Background: an optimization exercise with open tools, aiming at small area, a short achievable clock period and few clock cycles. Do not read the settings as production practice. Only simulation tests tie the RTL to the original design; equivalence was not proved.

==> design/flow/design.v <==
package rgu_pkg;
  typedef enum logic [2:0] {
    OP_NOP  = 3'd0,
    OP_MUL  = 3'd1,
    OP_SUB  = 3'd2,
    OP_ADD  = 3'd3,
    OP_HALF = 3'd4,
    OP_SQRT = 3'd5,
    OP_PUSH = 3'd6,
    OP_RSVD = 3'd7
  } op_e;
  typedef enum logic [2:0] {
    ST_IDLE,
    ST_FETCH,
    ST_RUN,
    ST_SQRT_WAIT,
    ST_FIFO_STALL
  } state_e;
  function automatic int insnWidth(input int rfAddrW);
    insnWidth = 4 + 3 * rfAddrW;
  endfunction
  function automatic int stopPos(input int rfAddrW);
    stopPos = 3 + 3 * rfAddrW;
  endfunction
  function automatic int opLsb(input int rfAddrW);
    opLsb = 3 * rfAddrW;
  endfunction
  function automatic int dstLsb(input int rfAddrW);
    dstLsb = 2 * rfAddrW;
  endfunction
  function automatic int srcALsb(input int rfAddrW);
    srcALsb = rfAddrW;
  endfunction
  function automatic int maxInt(input int a, input int b);
    maxInt = (a > b) ? a : b;
  endfunction
endpackage
module rgu_isqrt
#(
  parameter int DATA_W = 32,
  parameter int L0     = 4,
  parameter int IPC    = 3
) (
  input  logic                iClock,
  input  logic                iReset_n,
  input  logic                iLoad,
  input  logic [DATA_W-1:0]   iRadicand,
  output logic                oIter,
  output logic                oLast,
  output logic                oReady,
  output logic [DATA_W/2-1:0] oRoot
);
  localparam int HALF_W = DATA_W / 2;
  localparam int NCYC   = (HALF_W - L0) / IPC;    
  localparam int CNT_W  = $clog2(NCYC + 1);
  localparam int RAD_W  = DATA_W - 2 * L0;         
  logic [DATA_W-1:0] ldRad;
  logic [RAD_W-1:0]  radReg, itRad;
  logic [HALF_W+1:0] remReg, ldRem, itRem;
  logic [HALF_W-1:0] rootReg, ldRoot, itRoot;
  logic [CNT_W-1:0]  cnt;
  logic              iter, ready;
  always_comb begin
    logic [HALF_W+1:0] sh, tr;
    ldRad  = iRadicand;
    ldRem  = '0;
    ldRoot = '0;
    for (int i = 0; i < L0; i++) begin
      sh    = {ldRem[HALF_W-1:0], ldRad[DATA_W-1 -: 2]};
      tr    = {ldRoot, 2'b01};
      ldRad = {ldRad[DATA_W-3:0], 2'b00};
      if (sh >= tr) begin
        ldRem  = sh - tr;
        ldRoot = {ldRoot[HALF_W-2:0], 1'b1};
      end else begin
        ldRem  = sh;
        ldRoot = {ldRoot[HALF_W-2:0], 1'b0};
      end
    end
  end
  always_comb begin
    logic [HALF_W+1:0] sh, tr;
    itRad  = radReg;
    itRem  = remReg;
    itRoot = rootReg;
    for (int i = 0; i < IPC; i++) begin
      sh    = {itRem[HALF_W-1:0], itRad[RAD_W-1 -: 2]};
      tr    = {itRoot, 2'b01};
      itRad = {itRad[RAD_W-3:0], 2'b00};
      if (sh >= tr) begin
        itRem  = sh - tr;
        itRoot = {itRoot[HALF_W-2:0], 1'b1};
      end else begin
        itRem  = sh;
        itRoot = {itRoot[HALF_W-2:0], 1'b0};
      end
    end
  end
  always_ff @(posedge iClock or negedge iReset_n) begin
    if (!iReset_n) begin
      iter  <= 1'b0;
      ready <= 1'b0;
      cnt   <= '0;
    end else if (iLoad) begin
      iter  <= 1'b1;
      ready <= 1'b0;
      cnt   <= CNT_W'(NCYC - 1);
    end else if (iter) begin
      cnt <= cnt - 1'b1;
      if (cnt == '0) begin
        iter  <= 1'b0;
        ready <= 1'b1;
      end
    end
  end
  always_ff @(posedge iClock) begin
    radReg <= iLoad ? ldRad[DATA_W-1 -: RAD_W] : itRad;
    remReg <= iLoad ? ldRem : itRem;
    if (iLoad)     rootReg <= ldRoot;
    else if (iter) rootReg <= itRoot;
  end
  assign oIter  = iter;
  assign oLast  = iter && (cnt == '0);
  assign oReady = ready;
  assign oRoot  = rootReg;
endmodule
module ray_gen_sequencer
#(
  parameter  int DATA_W    = 32,
  parameter  int SCALE     = 16,
  parameter  int RF_ADDR_W = 5,
  parameter  int IP_W      = 6,
  parameter  int INSN_W    = rgu_pkg::insnWidth(RF_ADDR_W),
  localparam int HOST_AW   = rgu_pkg::maxInt(IP_W, RF_ADDR_W),
  localparam int HOST_DW   = rgu_pkg::maxInt(DATA_W, INSN_W)
) (
  input  logic               iClock,
  input  logic               iReset_n,
  input  logic               iStart,
  output logic               oBusy,
  output logic               oDone,
  input  logic               iFifoFull,
  output logic               oFifoPush,
  output logic [DATA_W-1:0]  oFifoData,
  input  logic               iHostSelect,
  input  logic               iHostWrite,
  input  logic               iHostInsn,
  input  logic [HOST_AW-1:0] iHostAddr,
  input  logic [HOST_DW-1:0] iHostData,
  output logic [HOST_DW-1:0] oHostData
);
  localparam int HALF_W   = DATA_W / 2;
  localparam int STOP_POS = rgu_pkg::stopPos(RF_ADDR_W);
  localparam int OP_LSB   = rgu_pkg::opLsb(RF_ADDR_W);
  localparam int DST_LSB  = rgu_pkg::dstLsb(RF_ADDR_W);
  localparam int SRCA_LSB = rgu_pkg::srcALsb(RF_ADDR_W);
  localparam int RA       = RF_ADDR_W;
  logic [INSN_W-1:0] imem [2**IP_W];
  logic [DATA_W-1:0] rf   [2**RF_ADDR_W];
  logic            busy;
  logic [IP_W-1:0] ip;                      
  logic            hostWe, startNow;
  assign hostWe   = !busy && iHostSelect && iHostWrite;
  assign startNow = !busy && iStart;
  logic              vR;
  logic [INSN_W-1:0] insnR;
  logic [2:0]        opR;
  logic [RA-1:0]     dstR, saR, sbR;
  logic              lastR, usesAR, usesBR, wrR, mulR, sqrtR, pushR;
  assign opR   = insnR[OP_LSB +: 3];
  assign dstR  = insnR[DST_LSB +: RA];
  assign saR   = insnR[SRCA_LSB +: RA];
  assign sbR   = insnR[0 +: RA];
  assign lastR = insnR[STOP_POS] || (ip == '0);
  assign mulR  = (opR == rgu_pkg::OP_MUL);
  assign sqrtR = (opR == rgu_pkg::OP_SQRT);
  assign pushR = (opR == rgu_pkg::OP_PUSH);
  assign wrR   = (opR == rgu_pkg::OP_MUL) || (opR == rgu_pkg::OP_SUB) ||
                 (opR == rgu_pkg::OP_ADD) || (opR == rgu_pkg::OP_HALF);
  assign usesBR = (opR == rgu_pkg::OP_MUL) || (opR == rgu_pkg::OP_SUB) ||
                  (opR == rgu_pkg::OP_ADD);
  assign usesAR = wrR || sqrtR || pushR;
  logic              v1, mul1, sqrt1, push1, alu1, sub1, half1;
  logic [RA-1:0]     dst1;
  logic [DATA_W-1:0] opA1, opB1, aluRes1;
  logic [DATA_W+HALF_W-1:0] pLo1;
  logic              v2;
  logic [RA-1:0]     dst2;
  logic [DATA_W-1:0] a2, c2, res2;
  logic [HALF_W:0]   bh2;
  logic              sqLoad, sqIter, sqLast, sqReady, uPend, hPend, sqWr, xfer;
  logic [RA-1:0]     uDst, hDst;
  logic [HALF_W-1:0] sqRoot, hRoot;
  rgu_isqrt #(.DATA_W(DATA_W)) uIsqrt (
    .iClock    (iClock),
    .iReset_n  (iReset_n),
    .iLoad     (sqLoad),
    .iRadicand (opA1),
    .oIter     (sqIter),
    .oLast     (sqLast),
    .oReady    (sqReady),
    .oRoot     (sqRoot)
  );
  logic stall1, stallR, issue, hzA1, hzSq, hzUnit, hzHold;
  logic cancelU, cancelH, cancelLd;
  logic readA1, readB1, readAU, readBU;
  assign readA1 = usesAR && (saR == dst1);
  assign readB1 = usesBR && (sbR == dst1);
  assign readAU = usesAR && (saR == uDst);
  assign readBU = usesBR && (sbR == uDst);
  assign stall1 = v1 && push1 && iFifoFull;
  assign hzA1   = v1 && (mul1 || sqrt1) && (readA1 || readB1);
  assign hzSq   = uPend && sqIter && (readAU || readBU);
  assign hzUnit = sqrtR && ((v1 && sqrt1) || (uPend && !xfer && !(sqLast && !hPend)));
  assign hzHold = uPend && sqReady && hPend && v2;
  assign stallR = stall1 || hzA1 || hzSq || hzUnit || hzHold;
  assign issue  = vR && !stallR;
  assign cancelU  = issue && (wrR || sqrtR) && (dstR == uDst);
  assign cancelH  = issue && (wrR || sqrtR) && (dstR == hDst);
  assign cancelLd = issue && (wrR || sqrtR) && (dstR == dst1);
  assign sqLoad = v1 && sqrt1;
  assign sqWr   = hPend && !v2;
  assign xfer   = uPend && sqReady && (!hPend || sqWr);
  logic [DATA_W-1:0] rfA, rfB, opA, opB;
  logic [INSN_W-1:0] imE, imO, w0, w1;
  logic [2**RF_ADDR_W-1:0] selA, selB;
  logic [2**(IP_W-1)-1:0]  selE, selO;
  logic [IP_W-1:0]         ipNext1;
  always_comb begin
    for (int i = 0; i < 2**RF_ADDR_W; i++) begin
      selA[i] = busy ? (saR == RA'(i))
                     : (!iHostInsn && (iHostAddr[RA-1:0] == RA'(i)));
      selB[i] = (sbR == RA'(i));
    end
    ipNext1 = ip + 1'b1;
    for (int j = 0; j < 2**(IP_W-1); j++) begin
      selE[j] = busy ? (ipNext1[IP_W-1:1] == (IP_W-1)'(j))
                     : (iHostInsn && !iHostAddr[0] && (iHostAddr[IP_W-1:1] == (IP_W-1)'(j)));
      selO[j] = busy ? (ip[IP_W-1:1] == (IP_W-1)'(j))
                     : (iHostInsn && iHostAddr[0] && (iHostAddr[IP_W-1:1] == (IP_W-1)'(j)));
    end
    rfA  = '0;
    rfB  = '0;
    imE  = '0;
    imO  = '0;
    for (int i = 0; i < 2**RF_ADDR_W; i++) begin
      rfA = rfA | (rf[i] & {DATA_W{selA[i]}});
      rfB = rfB | (rf[i] & {DATA_W{selB[i]}});
    end
    for (int j = 0; j < 2**(IP_W-1); j++) begin
      imE = imE | (imem[2*j]   & {INSN_W{selE[j]}});
      imO = imO | (imem[2*j+1] & {INSN_W{selO[j]}});
    end
  end
  assign oHostData = HOST_DW'(rfA) | HOST_DW'(imE) | HOST_DW'(imO);
  assign w0 = ip[0] ? imO : imE;
  assign w1 = ip[0] ? imE : imO;
  logic f1A, f1B, f2A, f2B, fsA, fsB;
  assign f1A = v1 && alu1 && (saR == dst1);
  assign f1B = v1 && alu1 && (sbR == dst1);
  assign f2A = v2 && (saR == dst2);
  assign f2B = v2 && (sbR == dst2);
  logic fuA, fuB;
  assign fsA = hPend && (saR == hDst);
  assign fsB = hPend && (sbR == hDst);
  assign fuA = uPend && sqReady && (saR == uDst);
  assign fuB = uPend && sqReady && (sbR == uDst);
  always_comb begin
    opA = rfA;
    opB = rfB;
    if (fsA) opA = {{(DATA_W-HALF_W){1'b0}}, hRoot};
    if (fsB) opB = {{(DATA_W-HALF_W){1'b0}}, hRoot};
    if (fuA) opA = {{(DATA_W-HALF_W){1'b0}}, sqRoot};
    if (fuB) opB = {{(DATA_W-HALF_W){1'b0}}, sqRoot};
    if (f1A) opA = aluRes1;
    if (f1B) opB = aluRes1;
    if (f2A && !f1A) opA = res2;
    if (f2B && !f1B) opB = res2;
  end
  always_comb begin
    if (half1)     aluRes1 = {opA1[DATA_W-1], opA1[DATA_W-1:1]};
    else if (sub1) aluRes1 = opA1 - opB1;
    else           aluRes1 = opA1 + opB1;
  end
  always_comb begin
    logic [HALF_W:0]          bb;
    logic [DATA_W:0]          m;
    logic                     neg, one, two;
    bb   = {opB1[HALF_W-1:0], 1'b0};
    pLo1 = '0;
    for (int i = 0; i < HALF_W/2; i++) begin
      neg  = bb[2*i+2];
      one  = bb[2*i+1] ^ bb[2*i];
      two  = (bb[2*i+2] & ~bb[2*i+1] & ~bb[2*i]) | (~bb[2*i+2] & bb[2*i+1] & bb[2*i]);
      m    = one ? {opA1[DATA_W-1], opA1} : (two ? {opA1, 1'b0} : '0);
      m    = m ^ {(DATA_W+1){neg}};
      pLo1 = pLo1 + ((DATA_W+HALF_W)'($signed(m)) << (2*i))
                  + ((DATA_W+HALF_W)'(neg) << (2*i));
    end
  end
  always_comb begin
    logic [DATA_W-1:0] m;
    logic              neg, one, two;
    res2 = c2;
    for (int i = 0; i < HALF_W/2; i++) begin
      neg  = bh2[2*i+2];
      one  = bh2[2*i+1] ^ bh2[2*i];
      two  = (bh2[2*i+2] & ~bh2[2*i+1] & ~bh2[2*i]) | (~bh2[2*i+2] & bh2[2*i+1] & bh2[2*i]);
      m    = one ? a2 : (two ? {a2[DATA_W-2:0], 1'b0} : '0);
      m    = m ^ {DATA_W{neg}};
      res2 = res2 + (m << (2*i)) + (DATA_W'(neg) << (2*i));
    end
  end
  logic vRn, v1n, v2n, uPendN, hPendN, doneNext;
  logic nop0, skip0, endAt0;
  assign nop0   = (w0[OP_LSB +: 3] == rgu_pkg::OP_NOP) || (w0[OP_LSB +: 3] == rgu_pkg::OP_RSVD);
  assign endAt0 = nop0 && (w0[STOP_POS] || (ip == '1));
  assign skip0  = nop0 && !endAt0;
  assign vRn     = startNow || (vR && !(issue && (lastR || endAt0)));
  assign v1n     = issue || stall1;
  assign v2n     = v1 && !stall1 && (alu1 || mul1);
  assign uPendN  = sqLoad ? !cancelLd : (uPend && !cancelU && !xfer);
  assign hPendN  = xfer ? !cancelU : (hPend && !cancelH && !sqWr);
  assign doneNext = busy && !(vRn || v1n || v2n || uPendN || hPendN);
  always_ff @(posedge iClock or negedge iReset_n) begin
    if (!iReset_n) begin
      busy   <= 1'b0;
      oDone  <= 1'b0;
      ip     <= '0;
      vR     <= 1'b0;
      v1     <= 1'b0;
      v2     <= 1'b0;
      uPend  <= 1'b0;
      hPend  <= 1'b0;
    end else begin
      busy   <= startNow || (busy && !doneNext);
      oDone  <= doneNext;
      vR     <= vRn;
      v1     <= v1n;
      v2     <= v2n;
      uPend  <= uPendN;
      hPend  <= hPendN;
      if (startNow)                ip <= IP_W'(1);
      else if (issue && !lastR)    ip <= skip0 ? ip + 2'd2 : ip + 1'b1;
    end
  end
  always_ff @(posedge iClock) begin
    if (startNow)
      insnR <= (hostWe && iHostInsn && (iHostAddr[IP_W-1:0] == '0))
               ? iHostData[INSN_W-1:0] : imem[0];
    else if (issue && !lastR)
      insnR <= skip0 ? w1 : w0;
    if (!stall1) begin
      opA1  <= opA;
      mul1  <= mulR;
      sqrt1 <= sqrtR;
      push1 <= pushR;
      alu1  <= (opR == rgu_pkg::OP_SUB) || (opR == rgu_pkg::OP_ADD) ||
               (opR == rgu_pkg::OP_HALF);
    end
    opB1  <= opB;
    dst1  <= dstR;
    sub1  <= (opR == rgu_pkg::OP_SUB);
    half1 <= (opR == rgu_pkg::OP_HALF);
    dst2 <= dst1;
    a2   <= opA1;
    bh2  <= mul1 ? opB1[DATA_W-1 -: HALF_W+1] : '0;
    c2   <= mul1 ? pLo1[SCALE +: DATA_W] : aluRes1;
    if (sqLoad) uDst <= dst1;
    if (xfer) begin
      hDst  <= uDst;
      hRoot <= sqRoot;
    end
  end
  logic              rfWe;
  logic [RA-1:0]     rfWaddr;
  logic [DATA_W-1:0] rfWdata;
  always_comb begin
    if (!busy) begin
      rfWe    = hostWe && !iHostInsn;
      rfWaddr = iHostAddr[RA-1:0];
      rfWdata = iHostData[DATA_W-1:0];
    end else begin
      rfWe    = v2 || sqWr;
      rfWaddr = v2 ? dst2 : hDst;
      rfWdata = v2 ? res2 : {{(DATA_W-HALF_W){1'b0}}, hRoot};
    end
  end
  always_ff @(posedge iClock) begin
    if (hostWe && iHostInsn) imem[iHostAddr[IP_W-1:0]] <= iHostData[INSN_W-1:0];
    if (rfWe) rf[rfWaddr] <= rfWdata;
  end
  assign oBusy     = busy;
  assign oFifoPush = v1 && push1 && !iFifoFull;
  assign oFifoData = opA1;
endmodule
==> design/flow/run.sh <==
#!/bin/bash
# synth_recipe.tcl (not shown) runs the flow's synth.tcl, then flattens the netlist and writes it again
# the make line also repeats each setting of config.mk as NAME=value (left out here)
make -C /OpenROAD-flow-scripts/flow DESIGN_CONFIG=/design/flow/config.mk WORK_HOME=/design/flow/orfs CLKGATE_MAP_FILE= SYNTH_SCRIPT=/design/flow/synth_recipe.tcl finish
==> design/flow/config.mk <==
export PLATFORM = sky130hd
export DESIGN_NAME = ray_gen_sequencer
export DESIGN_NICKNAME = ray_gen_sequencer
export VERILOG_FILES = /design/flow/design.v
export SDC_FILE = /design/flow/constraint.sdc
export NUM_CORES = 4
export LEC_CHECK = 0
export ABC_AREA = 1
export CAP_MARGIN = 20
export CORE_MARGIN = 2
export CORE_UTILIZATION = 50
export CTS_BUF_LIST = sky130_fd_sc_hd__clkbuf_8
export CTS_CLUSTER_DIAMETER = 50
export CTS_CLUSTER_SIZE = 20
export SETUP_SLACK_MARGIN = 4.2
export SLEW_MARGIN = 20
==> design/flow/constraint.sdc <==
create_clock -name core_clock -period 12.0 [get_ports {iClock}]
set_input_delay 2.4000 -clock core_clock [delete_from_list [all_inputs] [get_ports {iClock}]]
set_output_delay 2.4000 -clock core_clock [all_outputs]
set_load 0.01 [all_outputs]
==> summary.txt, run 1 <==
* Post-layout minimum cycle time at 7.97 ns
* #FFs+latches synth at roughly 2500
* Post-synth EDFFs at 2337
* Final ANT Viol Nets at 0
* Drt via density at 6.45
* Pin count of the biggest net entering global routing at 79
* WL met1 at around 210 mm
* Area Growth Syn to Fin at 14.6%
* Fin crit share at approximately two thirds
* Commonest non-fill, non-tap cell in the layout: nand2_1
* Filler cells at 23000
* Worst Path Required at between 10 and 15 ns
* Most frequent cells in the layout: nand2_1, edfxtp_1, inv_1, o21ai_0, buf_4
* Post-DP Area at 142000 sq um
* CTS Sinks at 2520
* Clock Path Buffers at 4
* WL met2 at 250 mm
* Setup_tns at 0 ns
* Worst-Skew Late Latency at between 1 and 1.5 ns
* CP Class: in -> reg
* Port bufs at 111
* Max Cap Violations at 0
* Root buf cell: clkbuf_8
* Sequential fraction of the synthesis area at 55.0%
* Crit path top cell by count: buf_4
* YS warnings at 2
* Die area at 273000 sq um
* Core area at between 200000 and 300000 sq um
* Via Count at 112000
* Worst setup SP type: input pin
* CTS Buf Count at 276
* Avg Inst Size Synth at 10.3 sq um
* Synthesized area at about 130000 sq um
* HP Class: reg -> reg
* Drt wl/cell at 33.5 um
* DRT Wirelength at between 500 and 600 mm
* DIE HEIGHT at approximately 520 um
* Placed insts at 16500
* Final GP Congestion at around 1.0
* Met3 WL at 74.9 mm
* RSZ-0062 raised after global routing: true
* Post-Layout Cell Count at 17400
* Initial antenna violation count at 42
* CP Max Fanout at 8
* Post-synth ARST share at 0.714%
* Number of global-route vias before repair at about 110k
* Synth Instances at roughly 13000
* Max H-tree Level at 5
* Slowest stage delay, CP at 0.36 ns
* Fin area at around 150000 sq um
* CTS tree: built
* Slew headroom at between 8 and 9%
* Predominant post-synthesis flop cell: edfxtp_1
* Initial Util at 50.2%
* GRT overflow at 0
* Overall Global Routing Usage at 41.8%
* Synth top area share at around 52%
* Crit path DAT at 8.91 ns
* Nature of the critical path endpoint: flip-flop
* Max-slew violation count at 0
* First-pass GRT wire length at 803 mm
* Final hold slack at ~0.44 ns
* Fmax at about 0.13 GHz
* Final #Nets at approximately 14000
* CP delay by family, top: buffers and inverters
* Buffers & Inverters on Critical Path at 36
* Pre-antenna DRT Iters at 11
* Die X at approximately 520 um
* Slowest stage cell, crit path: o22ai_4
* Netlist cell types at 76
* Tightest Pin Transition at 1.36 ns
* # setup viols final at 0
* Layout cell share with drive strength beyond 1 at 13.8%
* Top cells by area, synth: edfxtp_1, nand2_1, fa_1
* I/O pins at 112
* DR top layer: met5
* Initial DRC Count at 18000
* Clock Skews at ~0.11 ns
* Post-synth top area cell: edfxtp_1
* Status: finished clean
* Final Hold Viols at 0
* Residual DRC at 0
* Clock transition at path regs at 0.08 ns
* Site row count at 190
* Dpl hpwl at 382 mm
==> path summary, 6_finish.rpt <==
path,from,endpoint,slack [ns],depth (start not counted)
min in group asynchronous,iReset_n,v1,1.71,2
max in group asynchronous,iReset_n,busy,9.98,2
setup / recovery,iHostAddr[1],insnR[12],4.03,51
setup reg to reg,bh2[2],rf[2][25],4.37,31
hold / removal,uIsqrt.radReg[1],uIsqrt.radReg[7],0.44,2
hold reg to reg,uIsqrt.radReg[1],uIsqrt.radReg[7],0.44,2
==> kinds of logic (layout without fill, tap and decap cells) <==
kind of cell             Yosys count  count (layout)  synth area share [%]
AND/OR/NAND/NOR                 4458            4460                  13.8
AO/OA/AOI/OAI                   2525            2526                  12.4
flip-flops                      2520            2520                  55.0
buffers and inverters           2191            2981                  6.20
adder cells (fa/ha/maj)          671             671                  8.41
XOR/XNOR                         638             638                  4.17
multiplexers                       6               6                0.0447
other                              1              29               0.00279
==> metrics by stage <==
stage | worst slack (ns) | utilization, %
after floorplan | 4.31 | -
after global placement | 0.174 | 53.0
after detailed placement | 1.53 | 53.1
after CTS | 4.08 | 57.0
after global routing | 4.02 | 57.5
final | 4.03 | 57.5
==> routing by layer <==
layer,vias to the layer above,global-route usage (%)
li1,46700,-
met1,54900,54.1
met2,8627,61.9
met4,18,27.4
met5,-,0.0702
met3,1962,11.0
==> synthesized netlist by cell type, drive strengths merged (5+ instances only) <==
cell	count
o2111ai	55
edfxtp	2337
a221oi	270
a21boi	12
o31ai	9
a21o	16
o221ai	77
buf	79
xor2	566
clkbuf	504
nand2	3005
o211ai	113
a22oi	31
nand3	366
nand3b	15
dfrtp	18
nand4	254
nor2	547
xnor2	72
nor3b	7
dfxtp	165
or3	14
mux2i	6
o21a	12
or2	39
clkinv	32
inv	1576
ha	284
a2111oi	57
a211oi	72
a21oi	342
a22o	142
a31oi	36
o21bai	11
o21ai	789
fa	387
and3	9
o22ai	463
o41ai	5
and2	6
nor4	50
nor3	143
==> flip-flops by register name, indices dropped and copies added, names as in the netlist, 3 cells and up <==
| name | flops |
|---|---|
| opA1 | 32 |
| c2 | 32 |
| dst2 | 5 |
| hDst | 5 |
| uDst | 5 |
| bh2 | 17 |
| uIsqrt.remReg | 16 |
| imem | 1216 |
| insnR | 19 |
| ip | 6 |
| uIsqrt.cnt | 3 |
| opB1 | 32 |
| a2 | 32 |
| uIsqrt.rootReg | 16 |
| rf | 1024 |
| dst1 | 5 |
| uIsqrt.radReg | 24 |
| hRoot | 16 |
==> area by class of cell <==
cell class                 count  area, sq um  share of cell area (%)
sequential                  2520        73900                    48.0
multi-input combinational   8303        55100                    35.8
timing repair buffer         866         7810                    5.08
inverter                    1608         6310                    4.10
tap                         3552         4440                    2.89
clock buffer                 286         3940                    2.56
clock inverter               215         2250                    1.46
antenna                       27         67.6                  0.0439
timing repair inverter         6         38.8                  0.0252
==> repair_timing <==
item / CTS / global route
gates cloned: 7 / 6
buffers inserted: 244 / 55
hold buffers: 0 / 0
setup endpoints to repair: 342 / 350
gates resized for setup: 535 / 202
pin swaps: 119 / 103
==> tightest hold or removal path: cells and delay by family (launching register included) <==
kind               cells  cell delay [ns]
DFF                    1             0.31
AOI/OAI and AO/OA      1             0.05
and+or+nand+nor        1             0.04
Testbench counts, summed over its fixed seeds: cycles 13,488.
==> inputs of run 2 (changes only) <==
--- a/design/flow/design.v
+++ b/design/flow/design.v
@@ -36,49 +36,67 @@
   endfunction
 endpackage
+module rgu_isqrt_pre
+#(
+  parameter int DATA_W = 32,
+  parameter int L0     = 4,
+  localparam int HALF_W = DATA_W / 2,
+  localparam int RAD_W  = DATA_W - 2 * L0
+) (
+  input  logic [DATA_W-1:0]   iRadicand,
+  output logic [RAD_W-1:0]    oRad,
+  output logic [HALF_W+1:0]   oRem,
+  output logic [HALF_W-1:0]   oRoot
+);
+  logic [DATA_W-1:0] rad;
+  logic [HALF_W+1:0] rem, sh, tr;
+  logic [HALF_W-1:0] root;
+  always_comb begin
+    rad  = iRadicand;
+    rem  = '0;
+    root = '0;
+    for (int i = 0; i < L0; i++) begin
+      sh  = {rem[HALF_W-1:0], rad[DATA_W-1 -: 2]};
+      tr  = {root, 2'b01};
+      rad = {rad[DATA_W-3:0], 2'b00};
+      if (sh >= tr) begin
+        rem  = sh - tr;
+        root = {root[HALF_W-2:0], 1'b1};
+      end else begin
+        rem  = sh;
+        root = {root[HALF_W-2:0], 1'b0};
+      end
+    end
+  end
+  assign oRad  = rad[DATA_W-1 -: RAD_W];
+  assign oRem  = rem;
+  assign oRoot = root;
+endmodule
 module rgu_isqrt
 #(
   parameter int DATA_W = 32,
   parameter int L0     = 4,
-  parameter int IPC    = 3
+  parameter int IPC    = 3,
+  localparam int HALF_W = DATA_W / 2,
+  localparam int RAD_W  = DATA_W - 2 * L0
 ) (
   input  logic                iClock,
   input  logic                iReset_n,
   input  logic                iLoad,
-  input  logic [DATA_W-1:0]   iRadicand,
+  input  logic [RAD_W-1:0]    iRad,
+  input  logic [HALF_W+1:0]   iRem,
+  input  logic [HALF_W-1:0]   iRoot,
   output logic                oIter,
-  output logic                oLast,
   output logic                oReady,
-  output logic [DATA_W/2-1:0] oRoot
+  output logic [HALF_W-1:0]   oRoot
 );
-  localparam int HALF_W = DATA_W / 2;
   localparam int NCYC   = (HALF_W - L0) / IPC;    
   localparam int CNT_W  = $clog2(NCYC + 1);
-  localparam int RAD_W  = DATA_W - 2 * L0;         
-  logic [DATA_W-1:0] ldRad;
   logic [RAD_W-1:0]  radReg, itRad;
-  logic [HALF_W+1:0] remReg, ldRem, itRem;
-  logic [HALF_W-1:0] rootReg, ldRoot, itRoot;
+  logic [HALF_W+1:0] remReg, itRem;
+  logic [HALF_W-1:0] rootReg, itRoot;
   logic [CNT_W-1:0]  cnt;
   logic              iter, ready;
   always_comb begin
     logic [HALF_W+1:0] sh, tr;
-    ldRad  = iRadicand;
-    ldRem  = '0;
-    ldRoot = '0;
-    for (int i = 0; i < L0; i++) begin
-      sh    = {ldRem[HALF_W-1:0], ldRad[DATA_W-1 -: 2]};
-      tr    = {ldRoot, 2'b01};
-      ldRad = {ldRad[DATA_W-3:0], 2'b00};
-      if (sh >= tr) begin
-        ldRem  = sh - tr;
-        ldRoot = {ldRoot[HALF_W-2:0], 1'b1};
-      end else begin
-        ldRem  = sh;
-        ldRoot = {ldRoot[HALF_W-2:0], 1'b0};
-      end
-    end
-  end
-  always_comb begin
-    logic [HALF_W+1:0] sh, tr;
     itRad  = radReg;
     itRem  = remReg;
@@ -115,11 +133,10 @@
   end
   always_ff @(posedge iClock) begin
-    radReg <= iLoad ? ldRad[DATA_W-1 -: RAD_W] : itRad;
-    remReg <= iLoad ? ldRem : itRem;
-    if (iLoad)     rootReg <= ldRoot;
+    radReg <= iLoad ? iRad : itRad;
+    remReg <= iLoad ? iRem : itRem;
+    if (iLoad)     rootReg <= iRoot;
     else if (iter) rootReg <= itRoot;
   end
   assign oIter  = iter;
-  assign oLast  = iter && (cnt == '0);
   assign oReady = ready;
   assign oRoot  = rootReg;
@@ -189,37 +206,60 @@
   logic [DATA_W-1:0] a2, c2, res2;
   logic [HALF_W:0]   bh2;
-  logic              sqLoad, sqIter, sqLast, sqReady, uPend, hPend, sqWr, xfer;
-  logic [RA-1:0]     uDst, hDst;
+  localparam int SQ_L0  = 4;
+  localparam int SQ_RAD = DATA_W - 2 * SQ_L0;
+  logic              sqIter, sqReady, uPend, hPend, qV, sqWr, xfer;
+  logic              sqEx, unitAvail, ldQ, ldEx, toQ, sqLoad;
+  logic [RA-1:0]     uDst, hDst, qDst;
   logic [HALF_W-1:0] sqRoot, hRoot;
-  rgu_isqrt #(.DATA_W(DATA_W)) uIsqrt (
+  logic [SQ_RAD-1:0] preRad, qRad;
+  logic [HALF_W+1:0] preRem, qRem;
+  logic [HALF_W-1:0] preRoot, qRoot;
+  rgu_isqrt_pre #(.DATA_W(DATA_W), .L0(SQ_L0)) uIsqrtPre (
+    .iRadicand (opA1),
+    .oRad      (preRad),
+    .oRem      (preRem),
+    .oRoot     (preRoot)
+  );
+  rgu_isqrt #(.DATA_W(DATA_W), .L0(SQ_L0)) uIsqrt (
     .iClock    (iClock),
     .iReset_n  (iReset_n),
     .iLoad     (sqLoad),
-    .iRadicand (opA1),
+    .iRad      (ldQ ? qRad  : preRad),
+    .iRem      (ldQ ? qRem  : preRem),
+    .iRoot     (ldQ ? qRoot : preRoot),
     .oIter     (sqIter),
-    .oLast     (sqLast),
     .oReady    (sqReady),
     .oRoot     (sqRoot)
   );
-  logic stall1, stallR, issue, hzA1, hzSq, hzUnit, hzHold;
-  logic cancelU, cancelH, cancelLd;
-  logic readA1, readB1, readAU, readBU;
+  logic stall1, stallR, issue, hzA1, hzSq, hzQ, hzUnit, hzHold, qBusyN;
+  logic cancelU, cancelH, cancelQ, cancelLd;
+  logic readA1, readB1, readAU, readBU, readAQ, readBQ;
   assign readA1 = usesAR && (saR == dst1);
   assign readB1 = usesBR && (sbR == dst1);
   assign readAU = usesAR && (saR == uDst);
   assign readBU = usesBR && (sbR == uDst);
+  assign readAQ = usesAR && (saR == qDst);
+  assign readBQ = usesBR && (sbR == qDst);
+  assign sqEx      = v1 && sqrt1;
+  assign sqWr      = hPend && !v2;
+  assign xfer      = uPend && sqReady && (!hPend || sqWr);
+  assign unitAvail = !uPend || xfer;
+  assign ldQ       = qV && unitAvail;
+  assign ldEx      = sqEx && unitAvail && !qV;
+  assign toQ       = sqEx && !ldEx;
+  assign sqLoad    = ldQ || ldEx;
+  assign qBusyN    = (qV && !unitAvail) || toQ;
   assign stall1 = v1 && push1 && iFifoFull;
   assign hzA1   = v1 && (mul1 || sqrt1) && (readA1 || readB1);
   assign hzSq   = uPend && sqIter && (readAU || readBU);
-  assign hzUnit = sqrtR && ((v1 && sqrt1) || (uPend && !xfer && !(sqLast && !hPend)));
+  assign hzQ    = qV && (readAQ || readBQ);
+  assign hzUnit = sqrtR && qBusyN;
   assign hzHold = uPend && sqReady && hPend && v2;
-  assign stallR = stall1 || hzA1 || hzSq || hzUnit || hzHold;
+  assign stallR = stall1 || hzA1 || hzSq || hzQ || hzUnit || hzHold;
   assign issue  = vR && !stallR;
   assign cancelU  = issue && (wrR || sqrtR) && (dstR == uDst);
   assign cancelH  = issue && (wrR || sqrtR) && (dstR == hDst);
+  assign cancelQ  = issue && (wrR || sqrtR) && (dstR == qDst);
   assign cancelLd = issue && (wrR || sqrtR) && (dstR == dst1);
-  assign sqLoad = v1 && sqrt1;
-  assign sqWr   = hPend && !v2;
-  assign xfer   = uPend && sqReady && (!hPend || sqWr);
   logic [DATA_W-1:0] rfA, rfB, opA, opB;
   logic [INSN_W-1:0] imE, imO, w0, w1;
@@ -312,5 +352,5 @@
     end
   end
-  logic vRn, v1n, v2n, uPendN, hPendN, doneNext;
+  logic vRn, v1n, v2n, uPendN, hPendN, qVN, doneNext;
   logic nop0, skip0, endAt0;
   assign nop0   = (w0[OP_LSB +: 3] == rgu_pkg::OP_NOP) || (w0[OP_LSB +: 3] == rgu_pkg::OP_RSVD);
@@ -320,7 +360,10 @@
   assign v1n     = issue || stall1;
   assign v2n     = v1 && !stall1 && (alu1 || mul1);
-  assign uPendN  = sqLoad ? !cancelLd : (uPend && !cancelU && !xfer);
+  assign uPendN  = ldQ  ? !cancelQ
+                 : ldEx ? !cancelLd
+                        : (uPend && !cancelU && !xfer);
   assign hPendN  = xfer ? !cancelU : (hPend && !cancelH && !sqWr);
-  assign doneNext = busy && !(vRn || v1n || v2n || uPendN || hPendN);
+  assign qVN     = toQ  ? !cancelLd : (qV && !ldQ && !cancelQ);
+  assign doneNext = busy && !(vRn || v1n || v2n || uPendN || hPendN || qVN);
   always_ff @(posedge iClock or negedge iReset_n) begin
     if (!iReset_n) begin
@@ -333,4 +376,5 @@
       uPend  <= 1'b0;
       hPend  <= 1'b0;
+      qV     <= 1'b0;
     end else begin
       busy   <= startNow || (busy && !doneNext);
@@ -341,4 +385,5 @@
       uPend  <= uPendN;
       hPend  <= hPendN;
+      qV     <= qVN;
       if (startNow)                ip <= IP_W'(1);
       else if (issue && !lastR)    ip <= skip0 ? ip + 2'd2 : ip + 1'b1;
@@ -367,5 +412,11 @@
     bh2  <= mul1 ? opB1[DATA_W-1 -: HALF_W+1] : '0;
     c2   <= mul1 ? pLo1[SCALE +: DATA_W] : aluRes1;
-    if (sqLoad) uDst <= dst1;
+    if (sqLoad) uDst <= ldQ ? qDst : dst1;
+    if (toQ) begin
+      qDst  <= dst1;
+      qRad  <= preRad;
+      qRem  <= preRem;
+      qRoot <= preRoot;
+    end
     if (xfer) begin
       hDst  <= uDst;
--- a/design/flow/config.mk
+++ b/design/flow/config.mk
@@ -10,7 +10,6 @@
 export CORE_MARGIN = 2
 export CORE_UTILIZATION = 50
-export CTS_BUF_LIST = sky130_fd_sc_hd__clkbuf_8
-export CTS_CLUSTER_DIAMETER = 50
-export CTS_CLUSTER_SIZE = 20
-export SETUP_SLACK_MARGIN = 4.2
+export CTS_CLUSTER_DIAMETER = 60
+export CTS_CLUSTER_SIZE = 25
+export SETUP_SLACK_MARGIN = 4.35
 export SLEW_MARGIN = 20
==> summary.txt, run 2 <==
* Worst R2R End: insnR[7] (was rf[2][25])
* Root buf cell: clkbuf_16 (was clkbuf_8)
* Final ANT Viol Nets at 0 (unchanged)
* First-pass GRT wire length at 810 mm (was 803 mm)
* Post-synth EDFFs at 2386 (was 2337)
* Layout cell share with drive strength beyond 1 at 15.3% (was 13.8%)
* Worst setup SP type: input pin (unchanged)
* PnR worst setup slack at 4.00 ns (was 4.03 ns)
* Pre-antenna DRT Iters at 6 (was 11)
* Commonest cells post-synth: nand2_1, edfxtp_1, inv_1, o21ai_0, xor2_1 (unchanged)
* Pre-CTS WS at 1.45 ns (was 1.53 ns)
* CTS tree: built (unchanged)
* Die area at 276000 sq um (was 273000 sq um)
* DIE HEIGHT at 525 um (was 522 um)
* CTS Buf Count at 196 (was 276)
* Synthesized area at 136000 sq um (was 134000 sq um)
* Number of global-route vias before repair at 107000 (was 106000)
* Status: finished clean (unchanged)
* Multi-input gate area at 55800 sq um (was 55100 sq um)
* Post-synth top area cell: edfxtp_1 (unchanged)
* RR Startpoint: busy (was bh2[2])
* Core area at 271000 sq um (was 268000 sq um)
* Port bufs at 111 (unchanged)
* CP Class: in -> reg (unchanged)
* Crit path top cell by count: buf_4 (unchanged)
* Clock Path Buffers at 4 (unchanged)
* Predominant post-synthesis flop cell: edfxtp_1 (unchanged)
* Avg Inst Size Synth at 10.4 sq um (was 10.3 sq um)
* Netlist cell types at 75 (was 76)
* Drt wl/cell at 33.8 um (was 33.5 um)
* Slowest stage delay, CP at 0.26 ns (was 0.36 ns)
* RSZ-0062 raised after global routing: true (unchanged)
* Die X at 525 um (was 522 um)
* I/O pins at 112 (unchanged)
* Initial antenna violation count at 25 (was 42)
* Final GP Congestion at 0.988 (was 1.04)
* Clock transition at path regs at 0.08 ns (about the same)
* Reg2Reg Setup Slack at 4.28 ns (was 4.37 ns)
* Hold EP: dst2[0] (was uIsqrt.radReg[7])
* DRT Wirelength at 594 mm (was 583 mm)
* Filler cells at 22500 (was 23000)
* HP Class: reg -> reg (unchanged)
* CTS Sinks at 2570 (was 2520)
* Hold Path Origin: dst1[0] (was uIsqrt.radReg[1])
* Area Growth Syn to Fin at 17.5% (was 14.6%)
* CP delay by family, top: buffers and inverters (unchanged)
* Max-slew violation count at 0 (unchanged)
* Post-Layout Cell Count at 17600 (was 17400)
* Nature of the critical path endpoint: flip-flop (unchanged)
* Buffers & Inverters on Critical Path at 35 (was 36)
* Max reg flops at 1216 (unchanged)
* Drt via density at 6.45 (about the same)
* Fin crit share at 66.7% (was 66.4%)
* Worst Reg2Reg Path Length in Cells at 48 (was 31)
* # setup viols final at 0 (unchanged)
* Top cells by area, synth: edfxtp_1, nand2_1, fa_1 (unchanged)
* Slowest stage cell, crit path: nor2_4 (was o22ai_4)
* YS warnings at 3 (was 2)
* Crit path DAT at 8.68 ns (was 8.91 ns)
* Slew headroom at 15.0% (was 8.34%)
* Pin count of the biggest net entering global routing at 67 (was 79)
* Setup_tns at 0 ns (unchanged)
* Post-layout minimum cycle time at 8.00 ns (was 7.97 ns)
* Fmax at 0.125 GHz (about the same)
* GRT overflow at 0 (unchanged)
* Post-synth ARST share at 0.739% (was 0.714%)
* Via Count at 113000 (was 112000)
* Overall Global Routing Usage at 41.4% (was 41.8%)
* #FFs+latches synth at 2570 (was 2520)
* Sequential cell area at 75400 sq um (was 73900 sq um)
* CP Max Fanout at 8 (unchanged)
* Initial DRC Count at 18000 (about the same)
* Hold Path Stages at 0 (was 2)
* Most common cell in the netlist: nand2_1 (unchanged)
* Hold Buf Count CTS at 0 (unchanged)
* Max Cap Violations at 0 (unchanged)
* Final Hold Viols at 0 (unchanged)
* Placed insts at 16600 (was 16500)
* Dpl hpwl at 384 mm (was 382 mm)
* Most frequent cells in the layout: nand2_1, edfxtp_1, inv_1, buf_4, o21ai_0 (was nand2_1, edfxtp_1, inv_1, o21ai_0, buf_4)
* Residual DRC at 0 (unchanged)
* Initial Util at 50.3% (was 50.2%)
* Worst Path Required at 12.67 ns (was 12.93 ns)
* Commonest non-fill, non-tap cell in the layout: nand2_1 (unchanged)
* Tightest Pin Transition at 1.27 ns (was 1.36 ns)
* Clock Skews at 0.110 ns (was 0.107 ns)
* Sequential fraction of the synthesis area at 55.5% (was 55.0%)
* Final #Nets at 14500 (was 14300)
* Max H-tree Level at 4 (was 5)
* Synth Instances at 13100 (was 13000)
* Worst-Skew Late Latency at 0.98 ns (was 1.13 ns)
* Site row count at 191 (was 190)
* Synth top area share at 52.7% (was 52.3%)
run 2: cell types whose count changed after synthesis, moves of 20 or more:
cell | before | now
inv_1 | 1523 | 1478
o21ai_0 | 760 | 713
nor2_1 | 540 | 498
a21oi_1 | 341 | 368
inv_2 | 53 | 85
nand3_1 | 364 | 384
o221ai_1 | 77 | 100
edfxtp_1 | 2337 | 2386
run 2: layer usage:
metal / vias up / track usage (%) / routed length (um)
li1: 47300 / - / -
met2: 8152 / 62.7 / 260000
met5: - / 0 / 241
met3: 1835 / 10.0 / 72400
met4: 24 / 26.6 / 46500
met1: 55900 / 53.4 / 215000
run 2: cell type report:
| cell class | instances | share of cell area [%] |
|---|---|---|
| flip-flops and latches | 2570 | 47.2 |
| multi-input cells | 8332 | 34.9 |
| repair buffers | 1108 | 6.57 |
| inverters | 1591 | 4.01 |
| clock buffers | 209 | 3.15 |
| well taps | 3570 | 2.80 |
| clock inverters | 150 | 1.27 |
| diodes | 20 | 0.0313 |
| repair inverters | 8 | 0.0274 |
run 2: cells by family after synthesis:
| kind of cell | count (synthesis) | synth area share, % |
|---|---|---|
| adders and majority gates | 671 | 8.31 |
| buffers and inverters | 2185 | 6.09 |
| and+or+nand+nor | 4463 | 13.7 |
| muxes | 2 | 0.0147 |
| AOI/OAI and AO/OA | 2551 | 12.3 |
| DFF | 2570 | 55.5 |
| xor gates and xnor gates | 641 | 4.14 |
| other | 1 | 0.00276 |
run 2: worst max-delay path by stage:
stage,start,slack (ns),cells after the start,end
2_1_floorplan,bh2[4],4.46,25,rf[0][21]
3_3_place_gp,iHostAddr[1],1.39,13,oHostData[9]
3_5_place_dp,iHostAddr[1],1.45,11,oHostData[12]
4_1_cts,iHostAddr[5],4.19,48,imem[18][9]
5_1_grt,iHostAddr[4],3.98,49,insnR[7]
6_report,iHostAddr[4],4.00,49,insnR[7]
run 2: repair_timing:
item	CTS	global route
gates cloned	12	24
setup buffers	389	133
setup endpoints to repair	476	709
pin swaps	150	140
resized for setup	655	439
endpoints found under the hold margin	0	0
run 2: per-stage QoR:
| stage | util (%) | hold slack, ns | cell area, sq um |
|---|---|---|---|
| 6_report | 59.1 | 0.436 | 160000 |
| 4_1_cts | 57.9 | 0.428 | 157000 |
| 5_1_grt | 59.1 | 0.447 | 160000 |
| 2_1_floorplan | - | 0.346 | 136000 |
| 3_5_place_dp | 53.1 | 0.415 | 144000 |
| 3_3_place_gp | 53.1 | 0.412 | 144000 |
Testbench counts of run 2, summed over its fixed seeds: cycles 13,320.
==> inputs of run 3 (changes only) <==
--- a/design/flow/config.mk
+++ b/design/flow/config.mk
@@ -10,6 +10,4 @@
 export CORE_MARGIN = 2
 export CORE_UTILIZATION = 50
-export CTS_CLUSTER_DIAMETER = 60
-export CTS_CLUSTER_SIZE = 25
-export SETUP_SLACK_MARGIN = 4.35
+export SETUP_SLACK_MARGIN = 4.45
 export SLEW_MARGIN = 20
==> summary.txt, run 3 <==
* PnR worst setup slack at 4.03 ns (was 4.00 ns)
* Hold EP: dst2[0] (unchanged)
* Setup_tns at 0 ns (unchanged)
* Initial DRC Count at 17800 (was 18000)
* Synth top area share at 52.7% (unchanged)
* Commonest non-fill, non-tap cell in the layout: nand2_1 (unchanged)
* Port bufs at 111 (unchanged)
* Met1 Usage GRT at 53.5% (was 53.4%)
* Site row count at 191 (unchanged)
* Pre-antenna DRT Iters at 7 (was 6)
* Sequential fraction of the synthesis area at 55.5% (unchanged)
* CTS Sinks at 2570 (unchanged)
* Synthesized area at 136000 sq um (unchanged)
* Max H-tree Level at 5 (was 4)
* Worst R2R End: insnR[7] (unchanged)
* Die area at 276000 sq um (unchanged)
* Post-synth ARST share at 0.739% (unchanged)
* Worst setup SP type: input pin (unchanged)
* Critical-path cell list: buf_12, nand4_1, buf_12, buf_6, nor2_1, a21oi_2, bufinv_8, nand2_1, nand3_1, a221oi_2, nand4_1, or3_4, or3_4, buf_6
* Post-synth top area cell: edfxtp_1 (unchanged)
* Core area at 271000 sq um (unchanged)
* CP Max Fanout at 7 (was 8)
* Layout cell share with drive strength beyond 1 at 15.7% (was 15.3%)
* Top cells by area, synth: edfxtp_1, nand2_1, fa_1 (unchanged)
* RSZ-0062 raised after global routing: true (unchanged)
* M2 GR Usage at 62.9% (was 62.7%)
* Reg2Reg Setup Slack at 4.47 ns (was 4.28 ns)
* Worst Path Required at 9.60 ns (was 12.67 ns)
* Number of global-route vias before repair at 108000 (was 107000)
* Via Count at 115000 (was 113000)
* Initial antenna violation count at 29 (was 25)
* YS warnings at 3 (unchanged)
* Drt wl/cell at 33.8 um (about the same)
* Root buf cell: clkbuf_16 (unchanged)
* Hold Path Stages at 0 (unchanged)
* Avg Inst Size Synth at 10.4 sq um (unchanged)
* Clock Path Buffers at 4 (unchanged)
* Pin count of the biggest net entering global routing at 67 (unchanged)
* Clock Skews at 0.0875 ns (was 0.110 ns)
* Max Cap Violations at 0 (unchanged)
* Post-synth EDFFs at 2386 (unchanged)
* Met3 Resource Use GR at 10.2% (was 10.0%)
* Predominant post-synthesis flop cell: edfxtp_1 (unchanged)
* Initial Util at 50.3% (unchanged)
* Most common cell in the netlist: nand2_1 (unchanged)
* CP Class: in -> out (was in -> reg)
* CTS Buf Count at 287 (was 196)
* Max reg flops at 1216 (unchanged)
* Synth Instances at 13100 (unchanged)
* Pre-CTS WS at 1.45 ns (unchanged)
* Most frequent cells in the layout: nand2_1, edfxtp_1, inv_1, buf_4, o21ai_0 (unchanged)
* DIE HEIGHT at 525 um (unchanged)
* #FFs+latches synth at 2570 (unchanged)
* Tightest Pin Transition at 1.23 ns (was 1.27 ns)
* Drt via density at 6.47 (was 6.45)
* Max-slew violation count at 0 (unchanged)
* # setup viols final at 0 (unchanged)
* Fin crit share at 66.4% (was 66.7%)
* Area Growth Syn to Fin at 19.4% (was 17.5%)
* Hold Path Origin: dst1[0] (unchanged)
* Overall Global Routing Usage at 41.7% (was 41.4%)
* RR Startpoint: busy (unchanged)
* Slowest stage cell, crit path: or3_4 (was nor2_4)
* Post-layout minimum cycle time at 7.97 ns (was 8.00 ns)
* Fmax at 0.126 GHz (was 0.125 GHz)
* Crit path DAT at 5.57 ns (was 8.68 ns)
* Worst Reg2Reg Path Length in Cells at 47 (was 48)
* HP Class: reg -> reg (unchanged)
* Clock transition at path regs at 0.06 ns (was 0.08 ns)
* Final Hold Viols at 0 (unchanged)
* Slowest stage delay, CP at 0.63 ns (was 0.26 ns)
* I/O pins at 112 (unchanged)
* GRT overflow at 0 (unchanged)
* Worst-Skew Late Latency at 0.95 ns (was 0.98 ns)
* Buffers & Inverters on Critical Path at 5 (was 35)
* Final ANT Viol Nets at 0 (unchanged)
* Gr busiest metal: met2 (unchanged)
* Die X at 525 um (unchanged)
* Status: finished clean (unchanged)
* Final #Nets at 14600 (was 14500)
* Slew headroom at 17.5% (was 15.0%)
* CTS tree: built (unchanged)
* Final GP Congestion at 0.988 (unchanged)
* Nature of the critical path endpoint: output port (was flip-flop)
* Netlist cell types at 75 (unchanged)
* Residual DRC at 0 (unchanged)
* DRT Wirelength at 599 mm (was 594 mm)
* CP delay by family, top: simple AND/OR/NAND/NOR gates (was buffers and inverters)
* First-pass GRT wire length at 816 mm (was 810 mm)
* Commonest cells post-synth: nand2_1, edfxtp_1, inv_1, o21ai_0, xor2_1 (unchanged)
* Dpl hpwl at 384 mm (unchanged)
run 3: layout make-up:
type,instances,area [sq um]
fillers,22300,108000
repair inverters,8,48.8
well taps,3570,4470
repair buffers,1115,10700
diodes,14,35.0
inverters,1591,6440
flip-flops and latches,2570,75400
clock buffers,362,7720
multi-input cells,8332,56000
clock inverters,144,1570
run 3: timing repair:
| item | 4_1_cts | 5_1_grt |
|---|---|---|
| setup buffers | 372 | 162 |
| pin swaps | 156 | 150 |
| hold buffers | 0 | 0 |
| endpoints found under the setup margin | 546 | 707 |
| gates resized for setup | 753 | 429 |
| cloned | 13 | 18 |
run 3: layer usage:
layer | share of wire [%] | vias to the layer above
met5 | 0.028 | -
met4 | 8.2 | 26
met3 | 12 | 2017
met2 | 43 | 8583
met1 | 36 | 56500
li1 | - | 47600
run 3: cell families (layout without fill, tap and decap cells):
logic type               after synthesis  after routing  synth area share, %
XOR/XNOR                             641            641                 4.14
AND/OR/NAND/NOR                     4463           4464                 13.7
buffers and inverters               2185           3220                 6.09
other                                  1             16              0.00276
flip-flops                          2570           2570                 55.5
adder cells (fa/ha/maj)              671            671                 8.31
AO/OA/AOI/OAI                       2551           2552                 12.3
multiplexers                           2              2               0.0147
run 3: how the worst max path moves through the flow:
stage	start	to	cells past startpoint	slack, ns
floorplan	bh2[4]	rf[0][21]	25	4.46
global placement	iHostAddr[1]	oHostData[9]	13	1.39
detailed placement	iHostAddr[1]	oHostData[12]	11	1.45
CTS	iHostAddr[5]	oHostData[12]	14	4.09
global route	iHostAddr[4]	oHostData[12]	14	3.98
finish	iHostAddr[4]	oHostData[12]	14	4.03
run 3: per-stage QoR:
stage / area [sq um] / utilization, % / instances / hold WS [ns]
6_report: 162000 / 60.0 / 17700 / 0.426
3_3_place_gp: 144000 / 53.1 / 16600 / 0.412
3_5_place_dp: 144000 / 53.1 / 16600 / 0.415
5_1_grt: 162000 / 60.0 / 17700 / 0.443
2_1_floorplan: 136000 / - / 13100 / 0.346
4_1_cts: 159000 / 58.8 / 17500 / 0.424

-- port drivers added, routing unchanged --
The results above use ideal ports. As a check the final layouts listed here were re-extracted and re-timed, cells and wires unchanged.
Step 1: set_driving_cell puts a clkbuf_16 on iClock and a buf_2 on each other input, an assumption about the parent block.
Step 2 moves the port delays by t, midway between the first and last clock arrival at a register: inputs arrive t later, outputs are due t later. That takes back most of the time a late clock gives input paths.
a / b / c = no drivers / after step 1 / after step 2; a / b = the first two.
run	t (ns)	setup WS [ns]	cell pins on the clock port's net
run 1	1.179	4.029 / 3.848 / 2.711	1
run 2	1.030	3.995 / 3.940 / 2.910	1
run 3	1.020	4.032 / 3.910 / 3.249	1
After both steps every run listed still meets setup and hold. For run 1, which loses most, drivers alone change the setup slack by -0.181 ns; drivers and shift together by -1.318 ns.
